Background: an optimization exercise with open tools, aiming at a short achievable clock period and few clock cycles. Do not read the settings as production practice.
The RTL was checked by simulation tests, not by an equivalence proof against the original design.
Power is estimated from default activity; no workload was simulated.

===== constraint.sdc =====
create_clock -name core_clock -period 10.0 [get_ports {clock}]
set_input_delay 2.0000 -clock core_clock [delete_from_list [all_inputs] [get_ports {clock}]]
set_output_delay 2.0000 -clock core_clock [all_outputs]
set_load 0.01 [all_outputs]

===== config.mk =====
export PLATFORM = sky130hd
export DESIGN_NAME = postfix_stack_evaluator
export DESIGN_NICKNAME = postfix_stack_evaluator
export VERILOG_FILES = /design/flow/design.v
export SDC_FILE = /design/flow/constraint.sdc
export NUM_CORES = 4
export LEC_CHECK = 0
export CAP_MARGIN = 20
export CORE_MARGIN = 2
export CORE_UTILIZATION = 40
export SETUP_SLACK_MARGIN = 5
export SLEW_MARGIN = 20
export TNS_END_PERCENT = 20

===== design.v =====
package pse_pkg;
   localparam int STACK_DEPTH = 128;
   localparam int DATA_W      = 32;
   localparam int FUNC_W      = 3;
   localparam int OPND_W      = 31;
   localparam int CNT_W       = $clog2(STACK_DEPTH + 1);
   localparam logic [FUNC_W-1:0] FUNC_OPERAND = 3'd0;
   localparam logic [FUNC_W-1:0] FUNC_ADD     = 3'd1;
   localparam logic [FUNC_W-1:0] FUNC_SUB     = 3'd2;
   localparam logic [FUNC_W-1:0] FUNC_MUL     = 3'd3;
   localparam logic [FUNC_W-1:0] FUNC_DIV     = 3'd4;
endpackage
module pse_divider
(
   input  logic        clock,
   input  logic        reset,
   input  logic        start,
   input  logic        clear,
   input  logic [31:0] a,
   input  logic [31:0] b,
   output logic        ready,
   output logic [31:0] quotient
);
   localparam logic [1:0] ST_IDLE  = 2'd0;
   localparam logic [1:0] ST_SETUP = 2'd1;
   localparam logic [1:0] ST_ITER  = 2'd2;
   localparam logic [1:0] ST_READY = 2'd3;
   logic [1:0]  st_ff, st_in;
   logic        neg_ff, neg_in;
   logic [31:0] aa_ff, aa_in;        
   logic [31:0] bb_ff, bb_in;        
   logic [2:0]  cnt_ff, cnt_in;
   logic [31:0] rem_ff, rem_in;
   logic [35:0] mb_ff [16];          
   logic [35:0] mb_in [16];
   logic [31:0] q_ff, q_in;
   logic [31:0] qm_ff, qm_in;
   logic [31:0] abs_a, abs_b;
   logic        a_lt_b;
   logic [7:1]  ge;                  
   logic [2:0]  msel;                
   logic [31:0] rem0;
   logic [31:0] aa0;
   logic [35:0] x;
   logic [15:1] tk;                  
   logic [3:0]  dig;
   logic [3:0]  digm1;               
   logic [35:0] xsel;
   logic [32:0] nega, negb;
   logic [33:0] cmp_ab;
   assign nega   = {a ^ {32{a[31]}}, 1'b1} + {32'd0, a[31]};
   assign negb   = {b ^ {32{b[31]}}, 1'b1} + {32'd0, b[31]};
   assign abs_a  = nega[32:1];
   assign abs_b  = negb[32:1];
   assign cmp_ab = {1'b0, abs_a, 1'b1} + {1'b0, ~abs_b, 1'b1};
   assign a_lt_b = !cmp_ab[33];
   logic [7:0] moh;                  
   logic [33:0] gecmp [8];
   logic [35:0] b1;
   logic [35:0] csa_s11, csa_c11, csa_s13, csa_c13;
   assign b1      = 36'(bb_ff);
   assign csa_s11 = (b1 << 3) ^ (b1 << 1) ^ b1;
   assign csa_c11 = (((b1 << 3) & (b1 << 1)) | ((b1 << 3) & b1) | ((b1 << 1) & b1)) << 1;
   assign csa_s13 = (b1 << 3) ^ (b1 << 2) ^ b1;
   assign csa_c13 = (((b1 << 3) & (b1 << 2)) | ((b1 << 3) & b1) | ((b1 << 2) & b1)) << 1;
   always_comb begin
      for (int j = 1; j < 8; j++) begin
         gecmp[j] = {1'b0, aa_ff >> (4*j), 1'b1} + {1'b0, ~bb_ff, 1'b1};
         ge[j]    = gecmp[j][33];
      end
      moh[0] = !ge[1];
      for (int j = 1; j < 7; j++) begin
         moh[j] = ge[j] && !ge[j+1];
      end
      moh[7] = ge[7];
      msel = '0;
      rem0 = '0;
      aa0  = '0;
      for (int j = 0; j < 8; j++) begin
         msel = msel | ({3{moh[j]}} & 3'(j));
         rem0 = rem0 | ({32{moh[j]}} & (aa_ff >> (4*j+4)));
         aa0  = aa0  | ({32{moh[j]}} & (aa_ff << (28-4*j)));
      end
      mb_in[0]  = '0;
      mb_in[1]  = b1;
      mb_in[2]  = b1 << 1;
      mb_in[3]  = (b1 << 1) + b1;
      mb_in[4]  = b1 << 2;
      mb_in[5]  = (b1 << 2) + b1;
      mb_in[6]  = (b1 << 2) + (b1 << 1);
      mb_in[7]  = ({b1 << 3, 1'b1} + {~b1, 1'b1}) >> 1;
      mb_in[8]  = b1 << 3;
      mb_in[9]  = (b1 << 3) + b1;
      mb_in[10] = (b1 << 3) + (b1 << 1);
      mb_in[11] = csa_s11 + csa_c11;
      mb_in[12] = (b1 << 3) + (b1 << 2);
      mb_in[13] = csa_s13 + csa_c13;
      mb_in[14] = ({b1 << 4, 1'b1} + {~(b1 << 1), 1'b1}) >> 1;
      mb_in[15] = ({b1 << 4, 1'b1} + {~b1, 1'b1}) >> 1;
   end
   logic [36:0] dk [16];
   logic [37:0] dkc [16];
   logic [15:0] doh;                 
   assign x = {rem_ff, aa_ff[31:28]};
   always_comb begin
      dk[0] = {1'b0, x};
      for (int k = 1; k < 16; k++) begin
         dkc[k] = {1'b0, x, 1'b1} + {1'b1, ~mb_ff[k], 1'b1};
         dk[k]  = dkc[k][37:1];
         tk[k] = !dk[k][36];
      end
      doh[0] = !tk[1];
      for (int k = 1; k < 15; k++) begin
         doh[k] = tk[k] && !tk[k+1];
      end
      doh[15] = tk[15];
      dig   = '0;
      digm1 = '0;
      xsel  = '0;
      for (int k = 0; k < 16; k++) begin
         dig   = dig   | ({4{doh[k]}} & 4'(k));
         digm1 = digm1 | ({4{doh[k]}} & 4'(k - 1));
         xsel = xsel | ({36{doh[k]}} & dk[k][35:0]);
      end
   end
   always_comb begin
      st_in  = st_ff;
      neg_in = neg_ff;
      aa_in  = aa_ff;
      bb_in  = bb_ff;
      cnt_in = cnt_ff;
      rem_in = rem_ff;
      q_in   = q_ff;
      qm_in  = qm_ff;
      if (start) begin
         neg_in = a[31] ^ b[31];
         aa_in  = abs_a;
         bb_in  = abs_b;
         q_in   = '0;
         qm_in  = '1;
         st_in  = a_lt_b ? ST_READY : ST_SETUP;
      end else if (clear) begin
         st_in = ST_IDLE;
      end else begin
         unique case (st_ff)
            ST_SETUP: begin
               cnt_in = msel;
               rem_in = rem0;
               aa_in  = aa0;
               st_in  = ST_ITER;
            end
            ST_ITER: begin
               rem_in = xsel[31:0];
               aa_in  = {aa_ff[27:0], 4'b0000};
               q_in   = {q_ff[27:0], dig};
               qm_in  = doh[0] ? {qm_ff[27:0], 4'hf} : {q_ff[27:0], digm1};
               cnt_in = cnt_ff - 3'd1;
               if (cnt_ff == 3'd0) begin
                  st_in = ST_READY;
               end
            end
            default: begin
            end
         endcase
      end
   end
   always_ff @(posedge clock) begin
      if (reset) begin
         st_ff <= ST_IDLE;
      end else begin
         st_ff <= st_in;
      end
      neg_ff <= neg_in;
      aa_ff  <= aa_in;
      bb_ff  <= bb_in;
      cnt_ff <= cnt_in;
      rem_ff <= rem_in;
      q_ff   <= q_in;
      qm_ff  <= qm_in;
      if (st_ff == ST_SETUP) begin
         for (int k = 0; k < 16; k++) begin
            mb_ff[k] <= mb_in[k];
         end
      end
   end
   assign ready    = (st_ff == ST_READY);
   assign quotient = neg_ff ? ~qm_ff : q_ff;
endmodule
module postfix_stack_evaluator
(
   input  logic                     clock,
   input  logic                     reset,
   input  logic                     req_valid,
   output logic                     req_stall,
   input  logic [pse_pkg::FUNC_W-1:0]        req_func,
   input  logic [pse_pkg::OPND_W-1:0]        req_operand,
   input  logic                     req_last,
   output logic                     rsp_valid,
   input  logic                     rsp_stall,
   output logic signed [pse_pkg::DATA_W-1:0] rsp_value,
   output logic                     rsp_divide_by_zero,
   output logic                     rsp_underflow,
   output logic                     rsp_overflow
);
   localparam int DEPTH = pse_pkg::STACK_DEPTH;
   localparam int TW = 38;
   logic          hv_ff, sv_ff, rs_ff;
   logic [TW-1:0] h_ff, s_ff, in_tok;
   logic          accept;
   logic          consume;
   assign accept = req_valid && !sv_ff;
   assign in_tok = {req_last,
                    req_func >= 3'd5,
                    req_func == pse_pkg::FUNC_DIV,
                    req_func == pse_pkg::FUNC_MUL,
                    req_func == pse_pkg::FUNC_SUB,
                    req_func == pse_pkg::FUNC_ADD,
                    req_func == pse_pkg::FUNC_OPERAND,
                    req_operand};
   always_ff @(posedge clock) begin
      if (reset) begin
         hv_ff <= 1'b0;
         sv_ff <= 1'b0;
         rs_ff <= 1'b0;
      end else begin
         if (!hv_ff || consume) begin
            if (sv_ff) begin
               hv_ff <= 1'b1;
               sv_ff <= 1'b0;
               rs_ff <= 1'b0;
            end else begin
               hv_ff <= accept;
            end
         end else if (accept) begin
            sv_ff <= 1'b1;
            rs_ff <= 1'b1;
         end
      end
      if (!hv_ff || consume) begin
         h_ff <= sv_ff ? s_ff : in_tok;
      end
      if (!sv_ff) begin
         s_ff <= in_tok;
      end
   end
   assign req_stall = rs_ff;
   logic        is_push, is_add, is_sub, is_mul, is_div, is_drop, is_last, is_op;
   logic [30:0] opnd;
   assign opnd    = h_ff[30:0];
   assign is_push = h_ff[31];
   assign is_add  = h_ff[32];
   assign is_sub  = h_ff[33];
   assign is_mul  = h_ff[34];
   assign is_div  = h_ff[35];
   assign is_drop = h_ff[36];
   assign is_last = h_ff[37];
   assign is_op   = is_add || is_sub || is_mul || is_div;
   logic [DEPTH-1:0][31:0] stk_ff;
   logic [pse_pkg::CNT_W-1:0] cnt_ff, cnt_in;
   logic        full_ff, lt2_ff, lt3_ff, empty_ff;
   logic        div0_ff, under_ff, over_ff;
   logic        rst_ff;
   logic        fin_ff;
   logic        bz;
   logic        dep_stall;
   logic        push_en, op_en, drop_en, clr, cap;
   logic        ev_div0, ev_under, ev_over;
   logic [31:0] res;
   logic        pv_ff;
   logic [1:0]  pos_ff;
   logic        pmul_ff;
   logic        wb_now;
   logic [31:0] wb_data;
   logic [1:0]  pos_sh;
   logic [3:0]  wsel;
   logic        iss_long;
   logic [31:0] mrow_ff [4];
   logic [31:0] mprod;
   logic        div_start, div_clear, div_ready;
   logic [31:0] div_q;
   logic        ov_ff, qv_ff;
   logic [34:0] od_ff, qd_ff;
   logic [34:0] cap_data;
   assign bz      = (stk_ff[0] == '0);
   assign wb_now  = pv_ff && (pmul_ff || div_ready);
   assign wb_data = pmul_ff ? mprod : div_q;
   assign dep_stall = pv_ff && (
         ((is_op || is_drop) && (pos_ff < 2'd2)) ||
         ((is_mul || is_div) && !wb_now) ||
         (is_push && !full_ff && (pos_ff == 2'd3)));
   assign cap = fin_ff && !(pv_ff && (pos_ff == 2'd0) && !wb_now) && !qv_ff;
   assign consume  = hv_ff && !dep_stall && (!fin_ff || (cap && is_push));
   assign push_en  = consume && is_push && !full_ff && !fin_ff;
   assign op_en    = consume && is_op;
   assign drop_en  = consume && is_drop;
   assign clr      = rst_ff || cap;
   assign iss_long = consume && (is_mul || (is_div && !bz));
   assign ev_div0  = is_div && bz;
   assign ev_under = (is_op || is_drop) && lt2_ff;
   assign ev_over  = is_push && full_ff;
   assign cap_data = {(pv_ff && (pos_ff == 2'd0)) ? wb_data : stk_ff[0],
                      div0_ff, under_ff | empty_ff, over_ff};
   always_comb begin
      pos_sh = pos_ff;
      if (push_en) begin
         pos_sh = pos_ff + 2'd1;
      end else if (op_en) begin
         pos_sh = pos_ff - 2'd1;
      end else if (drop_en) begin
         pos_sh = pos_ff - 2'd2;
      end
   end
   always_comb begin
      for (int i = 0; i < 4; i++) begin
         wsel[i] = wb_now && (pos_sh == 2'(i));
      end
   end
   always_ff @(posedge clock) begin
      if (reset || clr) begin
         pv_ff <= 1'b0;
      end else if (iss_long) begin
         pv_ff <= 1'b1;
      end else if (wb_now) begin
         pv_ff <= 1'b0;
      end
      if (iss_long) begin
         pos_ff  <= 2'd0;
         pmul_ff <= is_mul;
      end else begin
         pos_ff  <= pos_sh;
      end
   end
   logic [31:0] l0 [32];
   logic [31:0] l1 [22];
   logic [31:0] l2 [15];
   logic [31:0] l3 [10];
   logic [31:0] l4 [7];
   logic [31:0] l5 [5];
   logic [31:0] l6 [4];
   logic [31:0] l7 [3];
   logic [31:0] l8 [2];
   always_comb begin
      for (int i = 0; i < 32; i++) begin
         l0[i] = (stk_ff[1] & {32{stk_ff[0][i]}}) << i;
      end
      for (int g = 0; g < 10; g++) begin
         l1[2*g]   = l0[3*g] ^ l0[3*g+1] ^ l0[3*g+2];
         l1[2*g+1] = ((l0[3*g] & l0[3*g+1]) | (l0[3*g] & l0[3*g+2]) | (l0[3*g+1] & l0[3*g+2])) << 1;
      end
      l1[20] = l0[30];
      l1[21] = l0[31];
      for (int g = 0; g < 7; g++) begin
         l2[2*g]   = l1[3*g] ^ l1[3*g+1] ^ l1[3*g+2];
         l2[2*g+1] = ((l1[3*g] & l1[3*g+1]) | (l1[3*g] & l1[3*g+2]) | (l1[3*g+1] & l1[3*g+2])) << 1;
      end
      l2[14] = l1[21];
      for (int g = 0; g < 5; g++) begin
         l3[2*g]   = l2[3*g] ^ l2[3*g+1] ^ l2[3*g+2];
         l3[2*g+1] = ((l2[3*g] & l2[3*g+1]) | (l2[3*g] & l2[3*g+2]) | (l2[3*g+1] & l2[3*g+2])) << 1;
      end
      for (int g = 0; g < 3; g++) begin
         l4[2*g]   = l3[3*g] ^ l3[3*g+1] ^ l3[3*g+2];
         l4[2*g+1] = ((l3[3*g] & l3[3*g+1]) | (l3[3*g] & l3[3*g+2]) | (l3[3*g+1] & l3[3*g+2])) << 1;
      end
      l4[6] = l3[9];
      for (int g = 0; g < 2; g++) begin
         l5[2*g]   = l4[3*g] ^ l4[3*g+1] ^ l4[3*g+2];
         l5[2*g+1] = ((l4[3*g] & l4[3*g+1]) | (l4[3*g] & l4[3*g+2]) | (l4[3*g+1] & l4[3*g+2])) << 1;
      end
      l5[4] = l4[6];
      l6[0] = l5[0] ^ l5[1] ^ l5[2];
      l6[1] = ((l5[0] & l5[1]) | (l5[0] & l5[2]) | (l5[1] & l5[2])) << 1;
      l6[2] = l5[3];
      l6[3] = l5[4];
   end
   always_comb begin
      l7[0] = mrow_ff[0] ^ mrow_ff[1] ^ mrow_ff[2];
      l7[1] = ((mrow_ff[0] & mrow_ff[1]) | (mrow_ff[0] & mrow_ff[2]) | (mrow_ff[1] & mrow_ff[2])) << 1;
      l7[2] = mrow_ff[3];
      l8[0] = l7[0] ^ l7[1] ^ l7[2];
      l8[1] = ((l7[0] & l7[1]) | (l7[0] & l7[2]) | (l7[1] & l7[2])) << 1;
   end
   assign mprod = l8[0] + l8[1];
   always_ff @(posedge clock) begin
      for (int i = 0; i < 4; i++) begin
         mrow_ff[i] <= l6[i];
      end
   end
   assign div_start = consume && is_div && !bz;
   assign div_clear = (wb_now && !pmul_ff) || clr;
   pse_divider u_divider (
      .clock    (clock),
      .reset    (reset),
      .start    (div_start),
      .clear    (div_clear),
      .a        (stk_ff[1]),
      .b        (stk_ff[0]),
      .ready    (div_ready),
      .quotient (div_q)
   );
   logic [32:0] addsub;
   assign addsub = {stk_ff[1], 1'b1} + {stk_ff[0] ^ {32{is_sub}}, is_sub};
   assign res    = (is_add || is_sub) ? addsub[32:1] : '0;
   always_comb begin
      cnt_in = cnt_ff;
      if (cap) begin
         cnt_in = consume ? pse_pkg::CNT_W'(1) : pse_pkg::CNT_W'(0);
      end else if (consume) begin
         if (is_push) begin
            if (!full_ff) cnt_in = cnt_ff + 1'b1;
         end else if (is_op) begin
            cnt_in = lt2_ff ? pse_pkg::CNT_W'(1) : cnt_ff - 1'b1;
         end else begin
            cnt_in = lt2_ff ? pse_pkg::CNT_W'(0) : cnt_ff - 2'd2;
         end
      end
   end
   always_ff @(posedge clock) begin
      if (reset) begin
         rst_ff   <= 1'b1;
         fin_ff   <= 1'b0;
         cnt_ff   <= '0;
         full_ff  <= 1'b0;
         lt2_ff   <= 1'b1;
         lt3_ff   <= 1'b1;
         empty_ff <= 1'b1;
         div0_ff  <= 1'b0;
         under_ff <= 1'b0;
         over_ff  <= 1'b0;
      end else begin
         rst_ff   <= 1'b0;
         if (consume && is_last) begin
            fin_ff <= 1'b1;
         end else if (cap) begin
            fin_ff <= 1'b0;
         end
         cnt_ff   <= cnt_in;
         full_ff  <= (cnt_in == pse_pkg::CNT_W'(DEPTH));
         lt2_ff   <= (cnt_in < pse_pkg::CNT_W'(2));
         lt3_ff   <= (cnt_in < pse_pkg::CNT_W'(3));
         empty_ff <= (cnt_in == '0);
         if (cap) begin
            div0_ff  <= 1'b0;
            under_ff <= 1'b0;
            over_ff  <= 1'b0;
         end else if (consume) begin
            div0_ff  <= div0_ff | ev_div0;
            under_ff <= under_ff | ev_under;
            over_ff  <= over_ff | ev_over;
         end
      end
   end
   always_ff @(posedge clock) begin
      for (int i = 0; i < DEPTH; i++) begin
         if (clr) begin
            stk_ff[i] <= (i == 0 && consume) ? {1'b0, opnd} : '0;
         end else if (i < 4 && wsel[(i < 4) ? i : 0]) begin
            stk_ff[i] <= wb_data;
         end else if (push_en) begin
            stk_ff[i] <= (i == 0) ? {1'b0, opnd} : stk_ff[(i == 0) ? 0 : i-1];
         end else if (op_en) begin
            stk_ff[i] <= (i == 0) ? res : ((i + 1 < DEPTH) ? stk_ff[(i + 1 < DEPTH) ? i+1 : 0] : '0);
         end else if (drop_en) begin
            stk_ff[i] <= (i + 2 < DEPTH) ? stk_ff[(i + 2 < DEPTH) ? i+2 : 0] : '0;
         end
      end
   end
   always_ff @(posedge clock) begin
      if (reset) begin
         ov_ff <= 1'b0;
         qv_ff <= 1'b0;
      end else begin
         if (!ov_ff || !rsp_stall) begin
            if (qv_ff) begin
               ov_ff <= 1'b1;
               qv_ff <= 1'b0;
            end else begin
               ov_ff <= cap;
            end
         end else if (cap) begin
            qv_ff <= 1'b1;
         end
      end
      if (!ov_ff || !rsp_stall) begin
         if (qv_ff) begin
            od_ff <= qd_ff;
         end else if (cap) begin
            od_ff <= cap_data;
         end
      end else if (cap) begin
         qd_ff <= cap_data;
      end
   end
   assign rsp_valid          = ov_ff;
   assign rsp_value          = od_ff[34:3];
   assign rsp_divide_by_zero = od_ff[2];
   assign rsp_underflow      = od_ff[1];
   assign rsp_overflow       = od_ff[0];
endmodule

===== run.sh =====
#!/bin/bash
# synth_recipe.tcl (not shown) runs the flow's synth.tcl, then flattens the netlist and writes it again
# the make line also repeats each setting of config.mk as NAME=value (left out here)
make -C /OpenROAD-flow-scripts/flow DESIGN_CONFIG=/design/flow/config.mk WORK_HOME=/design/flow/orfs CLKGATE_MAP_FILE= SYNTH_SCRIPT=/design/flow/synth_recipe.tcl finish

==> qor.txt, run 1 <==
Crit path depth -> 15
Root Buffer -> clkbuf_16
max-slew violations -> 0
ys flop type -> dfxtp_1
critical path, cell by cell -> buf_4 -> inv_1 -> ha_1 -> o21ai_0 -> nand2b_1 -> a21oi_1 -> nor4_1 -> o211ai_1 -> a21o_1 -> buf_4 -> a21oi_4 -> buf_4 -> a222oi_1 -> a31o_2 -> a21oi_1
Synthesized Nets -> 42811
Finished Layout Cells -> 49268
Worst R2R Path Depth -> 15
#FFs+latches synth -> 4765
number of clock sinks -> 4765
All-Layer GR Usage -> 22.91%
worst hold path cell count -> 2
Fmax -> 189.5 MHz
first-pass GRT wire length -> 1451 mm
Slew HR -> 5.879%
max_cap viols -> 0
Net Sw Power -> 16.77 mW
Layout Utilization -> 43.81%
most frequent cells in the layout -> 8806 x nand2_1, 8588 x nor2_1, 4669 x a21oi_1
total gr overflow -> 0
setup TNS -> 0 ps
CTS max path bufs -> 4
ys async rst share -> 0%
CORE AREA -> 736200 um2
register area share after synthesis -> 33.95%
Routed wire per std cell -> 18.73 um
largest net degree at the start of global routing -> 278
LEAKAGE -> 116.2 nW
Int Pwr -> 35.25 mW
CTS tree -> done
area share of the largest cell type after synthesis -> 28.83%
yosys warns -> 17
Slew @ Worst Pin -> 1412 ps
DIE AREA -> 746500 um2
Setup crit end kind -> flop
Vias -> 288352
Critical path buffers and inverters -> 4
Total Wirelength -> 922.8 mm
Initial DRC Count -> 27018
HPWL Detailed -> 577.0 mm
depth of the CTS H-tree -> 6
initial antenna violation count -> 17
critical path fanouts, max -> 19
R2R Setup Slk -> 4720 ps
clock latency on the worst-skew pair -> 1130 ps
final hold slack -> 451.5 ps
nets@finish -> 40520
Mapped Cells -> 41265
Pre-antenna DRT Iters -> 8
Cell Area, Synth -> 295800 um2
number of antenna-violating nets in the routed design -> 0
Setup Crit Path Kind -> flop to flop
clock skew -> 64.91 ps
Power, Total -> 52.02 mW
HP Class -> flop to flop
slowest CP cell -> a21oi_1
num ports -> 76
Worst Path Required -> 10810 ps
most common cell after layout, fill and taps aside -> nand2_1
Area contributors post-synth -> dfxtp_1 29%, a311oi_1 12%, nand2_1 11%, nor2_1 11%, a21oi_1 7.9%
vias in the first global route -> 260544
Sw Ratio -> 32.24%
Num CTS Buffers -> 574
PortBufs -> 75
Post-synth EDFFs -> 505
distinct cell type count after synthesis -> 99
CP max stage delay -> 560 ps
clk slew on worst S/H paths -> 60 ps
Comb pwr share -> 19.6%
P per Cell Area -> 161.3 nW/um2
Worst Path Arrival -> 6090 ps
cell taking the most area after synthesis -> dfxtp_1
# DRC -> 0
Flop pwr share -> 39.9%
Mean Syn Cell Area -> 7.169 um2
Area Overhead vs Synth -> 9.035%
routability cong. -> 0.9867
Inst Count DP -> 48120
CP most frequent cell -> buf_4
vias per cell -> 5.853
Worst IR Drop VDD -> 0.0001707 V
Setup-failing EPs final -> 0
Cell Rows -> 315
status -> no timing/DRC/antenna violations
initial cell density of the core -> 40.18%
Top delay family on crit path -> compound AO/OA/AOI/OAI gates
die extent in x -> 864.0 um
Clk network pwr share -> 40.5%
Final Hold Fails -> 0
fraction of layout cells with a size suffix above 1 -> 4.697%
die height -> 864.0 um
hold_buf cts -> 0
crit path time final -> 5276 ps
final worst-path cycle share -> 52.76%
crit start category -> flop
RSZ-0062 raised after global routing -> true
layout make-up:
type,count,area [um2]
inverters,948,3593
fillers,74774,413700
repair buffers,667,7535
clock buffers,880,17200
well taps,9827,12300
multi-input cells,32018,179800
diodes,10,25.02
flip-flops and latches,4765,100500
clock inverters,153,1698
cells in the mapped netlist (all sizes together) (86+ instances only):
master  instances
o21a          162
o211ai         86
a22oi         105
buf           277
edfxtp        505
a221oi        112
and2          406
nor2b         106
fa            485
dfxtp        4260
nor2         8599
a211oi        171
ha           1022
nand3         155
a21oi        4698
o21ai         513
inv           945
a31oi          87
nand2        8813
a21o          278
mux2           97
nand2b        120
a311oi       4001
xnor2         566
mux2i          93
clkbuf       3260
nor3          209
xor2          241
per-stage QoR:
stage	cell area [um2]	setup slack [ps]
CTS	321100	4752
floorplan	295900	4837
detailed placement	300900	3778
global route	322600	4758
finish	322600	4724
global placement	300800	3514
power by group through the flow:
stage               Combinational, mW  Clock (mW)  Sequential [mW]
finish                           10.2        21.1             20.8
global route                     11.1        22.3             20.8
CTS                              9.92        21.6             20.7
detailed placement               9.72           0             21.1
global placement                 9.61           0             21.1
floorplan                        7.00           0             20.9
tightest hold or removal path, delay by kind of cell, from the launching register on:
kind | cells | cell delay [ps]
AOI/OAI and AO/OA | 1 | 50
DFF | 1 | 300
and+or+nand+nor | 1 | 50
per-layer routing:
layer | vias up | GRT usage, % | share of wire, %
li1 | 139171 | - | -
met1 | 139672 | 31.90 | 45
met2 | 7935 | 36.74 | 45
met3 | 1572 | 2.715 | 5.8
met4 | 2 | 7.918 | 3.7
met5 | - | 0 | 0.0012
flip-flops by register name (all words and copies together), names as in the netlist, 2 cells and up:
signal and count:
cnt_ff 8, h_ff 38, mrow_ff 68, od_ff 35
pos_ff 2, qd_ff 35, s_ff 38, stk_ff 4096
u_divider.aa_ff 32, u_divider.bb_ff 32, u_divider.cnt_ff 3, u_divider.mb_ff 264
u_divider.q_ff 32, u_divider.qm_ff 32, u_divider.rem_ff 32, u_divider.st_ff 2
cell families (layout without fill, tap and decap cells):
family	after synthesis	in the layout	share of synthesized area, %
and+or+nand+nor	18734	18737	24.78
AOI/OAI and AO/OA	10777	10777	24.88
DFF	4765	4765	33.95
buffers and inverters	4485	2648	5.712
adders and majority gates	1507	1507	7.604
xor gates and xnor gates	807	807	2.389
muxes	190	190	0.6839
other	0	10	0
repair_timing:
action | in CTS | in global routing
resized for setup | 151 | 151
endpoints found under the setup margin | 2877 | 2689
gates cloned | 10 | 15
setup buffers | 45 | 30
pin swaps | 30 | 16
path summary, 6_finish.rpt:
path,start,end
min reg2reg,u_divider.q_ff[28],u_divider.q_ff[28]
max reg2reg,u_divider.bb_ff[11],u_divider.aa_ff[28]
max,u_divider.bb_ff[11],u_divider.aa_ff[28]
min,u_divider.q_ff[28],u_divider.q_ff[28]
Testbench counts, summed over its fixed seeds: cycles 15,280.
==> run 2: changes to the inputs <==
--- a/design.v
+++ b/design.v
@@ -21,2 +21,3 @@
    output logic        ready,
+   output logic        quo_zero,     
    output logic [31:0] quotient
@@ -31,2 +32,3 @@
    logic [31:0] bb_ff, bb_in;        
+   logic [31:0] bbn_ff;              
    logic [2:0]  cnt_ff, cnt_in;
@@ -49,3 +51,2 @@
    logic [32:0] nega, negb;
-   logic [33:0] cmp_ab;
    assign nega   = {a ^ {32{a[31]}}, 1'b1} + {32'd0, a[31]};
@@ -54,4 +55,20 @@
    assign abs_b  = negb[32:1];
-   assign cmp_ab = {1'b0, abs_a, 1'b1} + {1'b0, ~abs_b, 1'b1};
-   assign a_lt_b = !cmp_ab[33];
+   logic [31:0] oa, ob;
+   logic [33:0] c_ab, c_ba;
+   logic [32:0] cs_s, cs_c;
+   logic [33:0] c_ab2;
+   assign oa   = a ^ {32{a[31]}};
+   assign ob   = b ^ {32{b[31]}};
+   assign c_ab = {1'b0, oa, 1'b1} + {1'b0, ~ob, 1'b1};      
+   assign c_ba = {1'b0, ob, 1'b1} + {1'b0, ~oa, 1'b1};      
+   assign cs_s = {1'b0, oa ^ ~ob ^ 32'd1};
+   assign cs_c = {(oa & ~ob) | ((oa | ~ob) & 32'd1), 1'b0};
+   assign c_ab2 = {cs_s, 1'b1} + {cs_c, 1'b1};
+   always_comb begin
+      unique case ({a[31], b[31]})
+         2'b00, 2'b11: a_lt_b = !c_ab[33];            
+         2'b01:        a_lt_b = c_ba[33];             
+         default:      a_lt_b = !c_ab2[33];           
+      endcase
+   end
    logic [7:0] moh;                  
@@ -67,3 +84,3 @@
       for (int j = 1; j < 8; j++) begin
-         gecmp[j] = {1'b0, aa_ff >> (4*j), 1'b1} + {1'b0, ~bb_ff, 1'b1};
+         gecmp[j] = {1'b0, aa_ff >> (4*j), 1'b1} + {1'b0, bbn_ff, 1'b1};
          ge[j]    = gecmp[j][33];
@@ -173,2 +190,3 @@
       neg_ff <= neg_in;
+      bbn_ff <= ~bb_in;
       aa_ff  <= aa_in;
@@ -186,2 +204,3 @@
    assign ready    = (st_ff == ST_READY);
+   assign quo_zero = a_lt_b;
    assign quotient = neg_ff ? ~qm_ff : q_ff;
@@ -278,3 +297,3 @@
    logic [31:0] mprod;
-   logic        div_start, div_clear, div_ready;
+   logic        div_start, div_clear, div_ready, div_small;
    logic [31:0] div_q;
@@ -296,3 +315,3 @@
    assign clr      = rst_ff || cap;
-   assign iss_long = consume && (is_mul || (is_div && !bz));
+   assign iss_long = consume && (is_mul || (is_div && !bz && !div_small));
    assign ev_div0  = is_div && bz;
@@ -332,8 +351,10 @@
    end
-   logic [31:0] l0 [32];
-   logic [31:0] l1 [22];
-   logic [31:0] l2 [15];
-   logic [31:0] l3 [10];
-   logic [31:0] l4 [7];
-   logic [31:0] l5 [5];
+   logic [31:0] ma, mb;
+   logic [31:0] ma_n_ff;             
+   logic [32:0] mbx;                 
+   logic [15:0] bone, btwo, bneg;
+   logic [31:0] l0 [17];
+   logic [31:0] l1 [12];
+   logic [31:0] l2 [8];
+   logic [31:0] l3 [6];
    logic [31:0] l6 [4];
@@ -341,7 +362,19 @@
    logic [31:0] l8 [2];
+   assign ma  = ~ma_n_ff;
+   assign mb  = stk_ff[0];
+   assign mbx = {mb, 1'b0};
    always_comb begin
-      for (int i = 0; i < 32; i++) begin
-         l0[i] = (stk_ff[1] & {32{stk_ff[0][i]}}) << i;
+      for (int i = 0; i < 16; i++) begin
+         bone[i] = mbx[2*i+1] ^ mbx[2*i];
+         btwo[i] = (mbx[2*i+2] & !mbx[2*i+1] & !mbx[2*i]) | (!mbx[2*i+2] & mbx[2*i+1] & mbx[2*i]);
+         bneg[i] = mbx[2*i+2];
+      end
+      for (int i = 0; i < 16; i++) begin
+         l0[i] = ((({32{bone[i]}} & ma) | ({32{btwo[i]}} & (ma << 1))) ^ {32{bneg[i]}}) << (2*i);
+         if (i > 0) begin
+            l0[i] = l0[i] | (32'(bneg[i-1]) << (2*i-2));
+         end
       end
-      for (int g = 0; g < 10; g++) begin
+      l0[16] = 32'(bneg[15]) << 30;
+      for (int g = 0; g < 5; g++) begin
          l1[2*g]   = l0[3*g] ^ l0[3*g+1] ^ l0[3*g+2];
@@ -349,5 +382,5 @@
       end
-      l1[20] = l0[30];
-      l1[21] = l0[31];
-      for (int g = 0; g < 7; g++) begin
+      l1[10] = l0[15];
+      l1[11] = l0[16];
+      for (int g = 0; g < 4; g++) begin
          l2[2*g]   = l1[3*g] ^ l1[3*g+1] ^ l1[3*g+2];
@@ -355,4 +388,3 @@
       end
-      l2[14] = l1[21];
-      for (int g = 0; g < 5; g++) begin
+      for (int g = 0; g < 2; g++) begin
          l3[2*g]   = l2[3*g] ^ l2[3*g+1] ^ l2[3*g+2];
@@ -360,16 +392,8 @@
       end
-      for (int g = 0; g < 3; g++) begin
-         l4[2*g]   = l3[3*g] ^ l3[3*g+1] ^ l3[3*g+2];
-         l4[2*g+1] = ((l3[3*g] & l3[3*g+1]) | (l3[3*g] & l3[3*g+2]) | (l3[3*g+1] & l3[3*g+2])) << 1;
-      end
-      l4[6] = l3[9];
+      l3[4] = l2[6];
+      l3[5] = l2[7];
       for (int g = 0; g < 2; g++) begin
-         l5[2*g]   = l4[3*g] ^ l4[3*g+1] ^ l4[3*g+2];
-         l5[2*g+1] = ((l4[3*g] & l4[3*g+1]) | (l4[3*g] & l4[3*g+2]) | (l4[3*g+1] & l4[3*g+2])) << 1;
+         l6[2*g]   = l3[3*g] ^ l3[3*g+1] ^ l3[3*g+2];
+         l6[2*g+1] = ((l3[3*g] & l3[3*g+1]) | (l3[3*g] & l3[3*g+2]) | (l3[3*g+1] & l3[3*g+2])) << 1;
       end
-      l5[4] = l4[6];
-      l6[0] = l5[0] ^ l5[1] ^ l5[2];
-      l6[1] = ((l5[0] & l5[1]) | (l5[0] & l5[2]) | (l5[1] & l5[2])) << 1;
-      l6[2] = l5[3];
-      l6[3] = l5[4];
    end
@@ -388,3 +412,3 @@
    end
-   assign div_start = consume && is_div && !bz;
+   assign div_start = consume && is_div && !bz && !div_small;
    assign div_clear = (wb_now && !pmul_ff) || clr;
@@ -398,2 +422,3 @@
       .ready    (div_ready),
+      .quo_zero (div_small),
       .quotient (div_q)
@@ -466,2 +491,15 @@
       end
+   end
+   always_ff @(posedge clock) begin
+      if (clr) begin
+         ma_n_ff <= '1;
+      end else if (wsel[1]) begin
+         ma_n_ff <= ~wb_data;
+      end else if (push_en) begin
+         ma_n_ff <= ~stk_ff[0];
+      end else if (op_en) begin
+         ma_n_ff <= ~stk_ff[2];
+      end else if (drop_en) begin
+         ma_n_ff <= ~stk_ff[3];
+      end
    end
==> flow/run.sh (new file) <==
#!/bin/bash
set -euo pipefail
sed 's/"\${@:-finish}"/SETUP_SLACK_MARGIN=6.5 TNS_END_PERCENT=5 "${@:-finish}"/' standard.sh > standard_margin.sh
bash standard_margin.sh > standard_margin.log 2>&1
==> standard.sh (new file) <==
#!/bin/bash
# synth_recipe.tcl (not shown) runs the flow's synth.tcl, then flattens the netlist and writes it again
# the make line also repeats each setting of config.mk as NAME=value (left out here)
make -C /OpenROAD-flow-scripts/flow DESIGN_CONFIG=/design/flow/config.mk WORK_HOME=/design/flow/orfs CLKGATE_MAP_FILE= SYNTH_SCRIPT=/design/flow/synth_recipe.tcl "${@:-finish}"
--- a/config.mk
+++ b/config.mk
@@ -10,4 +10,2 @@
 export CORE_UTILIZATION = 40
-export SETUP_SLACK_MARGIN = 5
 export SLEW_MARGIN = 20
-export TNS_END_PERCENT = 20
removed: run.sh
==> qor.txt, run 2 <==
#FFs+latches synth -> 4839
Num CTS Buffers -> 582
Mapped Cells -> 41854
initial antenna violation count -> 20
clock skew -> 73.10 ps
Largest regs -> stk_ff (4096), u_divider.mb_ff (264), mrow_ff (78)
ys async rst share -> 0%
total gr overflow -> 0
crit start category -> flop
critical path fanouts, max -> 10
yosys warns -> 15
ys flop type -> dfxtp_1
Area Overhead vs Synth -> 18.28%
Worst Path Arrival -> 5570 ps
Total Wirelength -> 1114 mm
P per Cell Area -> 215.1 nW/um2
Worst Path Required -> 10820 ps
CTS max path bufs -> 4
initial cell density of the core -> 40.12%
area share of the largest cell type after synthesis -> 29.43%
Setup Crit Path Kind -> flop to flop
setup TNS -> 0 ps
number of antenna-violating nets in the routed design -> 0
final worst-path cycle share -> 47.53%
Clk network pwr share -> 28.6%
vias per cell -> 6.110
Pre-antenna DRT Iters -> 13
Mean Syn Cell Area -> 7.095 um2
clock latency on the worst-skew pair -> 1140 ps
Worst R2R Path Depth -> 17
Comb pwr share -> 41.7%
final hold slack -> 460.1 ps
distinct cell type count after synthesis -> 112
most frequent cells in the layout -> 8947 x nand2_1, 8477 x nor2_1, 5007 x a21oi_1
LEAKAGE -> 128.6 nW
Fmax -> 210.4 MHz
count leader, synth -> nand2_1
HPWL Detailed -> 590.1 mm
Post-synth EDFFs -> 473
# DRC -> 0
CORE AREA -> 740200 um2
Setup crit end kind -> flop
Synthesized Nets -> 43231
worst hold path cell count -> 2
cell taking the most area after synthesis -> dfxtp_1
Largest Register -> stk_ff
Sw Ratio -> 38.83%
CTS tree -> done
largest net degree at the start of global routing -> 259
most common cell after layout, fill and taps aside -> nand2_1
depth of the CTS H-tree -> 6
Cell Area, Synth -> 297000 um2
Slew HR -> 11.34%
register area share after synthesis -> 34.22%
Cell Rows -> 316
clk slew on worst S/H paths -> 60 ps
Net Sw Power -> 29.34 mW
Slew @ Worst Pin -> 1320 ps
Initial DRC Count -> 33726
nets@finish -> 41913
Worst IR Drop VDD -> 0.0003059 V
die height -> 865.6 um
max FFs per register -> 4096
All-Layer GR Usage -> 26.27%
crit path time final -> 4753 ps
most frequent cells after synthesis -> 9029 x nand2_1, 8587 x nor2_1, 5102 x a21oi_1, 4366 x dfxtp_1, 3982 x a311oi_1
Area contributors post-synth -> dfxtp_1 29%, a311oi_1 12%, nand2_1 11%, nor2_1 11%, a21oi_1 8.6%
HP Class -> flop to flop
PortBufs -> 75
Final Hold Fails -> 0
vias in the first global route -> 279456
Setup-failing EPs final -> 0
die extent in x -> 865.6 um
max_cap viols -> 0
num ports -> 76
Vias -> 310853
status -> no timing/DRC/antenna violations
Int Pwr -> 46.22 mW
hold_buf cts -> 0
Root Buffer -> clkbuf_16
Flop pwr share -> 29.7%
routability cong. -> 0.9638
first-pass GRT wire length -> 1625 mm
fraction of layout cells with a size suffix above 1 -> 9.300%
max-slew violations -> 0
number of clock sinks -> 4839
DIE AREA -> 749300 um2
Routed wire per std cell -> 21.91 um
RSZ-0062 raised after global routing -> true
run 2: cell types whose count changed in the layout (fill, tap and decap cells not counted), sizes merged, moves of 205 or more:
cell   previous run  this run
a21oi          4698      5104
inv             958       732
nand2          8813      9031
buf             568      1402
and2            406        34
o22ai            25       230
run 2: stage by stage:
stage | util (%) | total power [mW] | setup WS [ps] | instance area (um2) | std cells
final | 47.46 | 75.56 | 5247 | 351200 | 50872
after floorplan | - | 39.91 | 5715 | 297300 | 41854
after detailed placement | 40.75 | 47.31 | 3786 | 301600 | 48601
after CTS | 45.75 | 71.20 | 5216 | 338600 | 50315
after global routing | 47.46 | 79.25 | 5192 | 351200 | 50869
after global placement | 40.75 | 46.78 | 3816 | 301600 | 48599
run 2: cell type report:
type	instances	area, um2
diodes	5	12.51
clock buffers	874	17130
clock inverters	183	2133
fillers	71884	388900
inverters	706	2701
multi-input cells	32638	186400
flip-flops and latches	4839	101700
well taps	9858	12330
repair buffers	1769	28890
run 2: what timing repair did:
item / CTS / global route
pin swaps: 126 / 443
setup endpoints to repair: 4754 / 4707
buffers inserted: 313 / 353
cloned: 344 / 199
resized for setup: 1174 / 1139
run 2: cell families after synthesis:
group	synth area share [%]
and+or+nand+nor	24.49
AOI/OAI and AO/OA	26.44
DFF	34.22
buffers and inverters	5.611
adders and majority gates	6.353
xor gates and xnor gates	2.587
muxes	0.3030
run 2: per-layer routing:
| layer | wire length, um | GRT usage, % | vias to the layer above |
|---|---|---|---|
| li1 | - | - | 144492 |
| met1 | 459400 | 34.41 | 150861 |
| met2 | 513900 | 42.73 | 12765 |
| met3 | 84460 | 3.828 | 2719 |
| met4 | 56530 | 12.19 | 16 |
| met5 | 89 | 0 | - |
run 2: power by group through the flow:
| stage | Combinational [mW] | Clock (mW) | Sequential (mW) |
|---|---|---|---|
| finish | 31.5 | 21.6 | 22.4 |
| global route | 33.9 | 22.8 | 22.5 |
| CTS | 26.7 | 22.0 | 22.5 |
| detailed placement | 24.4 | 0 | 22.9 |
| global placement | 23.9 | 0 | 22.9 |
| floorplan | 17.2 | 0 | 22.7 |
run 2: final timing paths:
kind                              start                   to  slack (ps)
setup / recovery  u_divider.mb_ff[7][0]  u_divider.rem_ff[0]        5250
hold / removal       u_divider.q_ff[30]   u_divider.q_ff[30]         460
setup reg to reg  u_divider.mb_ff[7][0]  u_divider.rem_ff[0]        5250
hold reg to reg      u_divider.q_ff[30]   u_divider.q_ff[30]         460
run 2: worst max-delay path: stages (launching register included):
cell and delay (ps):
edfxtp_1 480, buf_4 200, ha_4 160, inv_4 60, fa_2 240, a211o_1 140
o211ai_1 170, a211o_1 400, o21ai_4 270, a2111o_1 270, and3_4 230, a41oi_4 150
buf_4 260, and2_4 270, or4_4 560, nor4b_4 340, a2bb2oi_2 180, a21oi_1 80
Testbench counts of run 2, summed over its fixed seeds: cycles 15,067.

-- static timing again, ports no longer ideal --
How much do the figures lean on ideal ports? The routed layouts below were timed once more, with nothing changed but the port constraints. Step 1 (the two cells are an assumption about what drives the block):
set clk [get_ports {clock}]
set_driving_cell -lib_cell sky130_fd_sc_hd__clkbuf_16 $clk
set_driving_cell -lib_cell sky130_fd_sc_hd__buf_2 [delete_from_list [all_inputs] $clk]
Step 2 also shifts input and output timing later by t, the mid clock arrival at the registers, as if the neighbouring blocks saw the same clock. Three values: ideal, step 1, step 2; two values: the first two.
run | shift t [ns] | setup slack, ns | worst data-port slew with drivers (ns)
run 1 | 1.218 | 4.724 / 4.724 / 4.724 | 0.36
run 2 | 1.236 | 5.247 / 5.247 / 5.247 | 0.08
After both steps setup and hold are still met in every run listed.
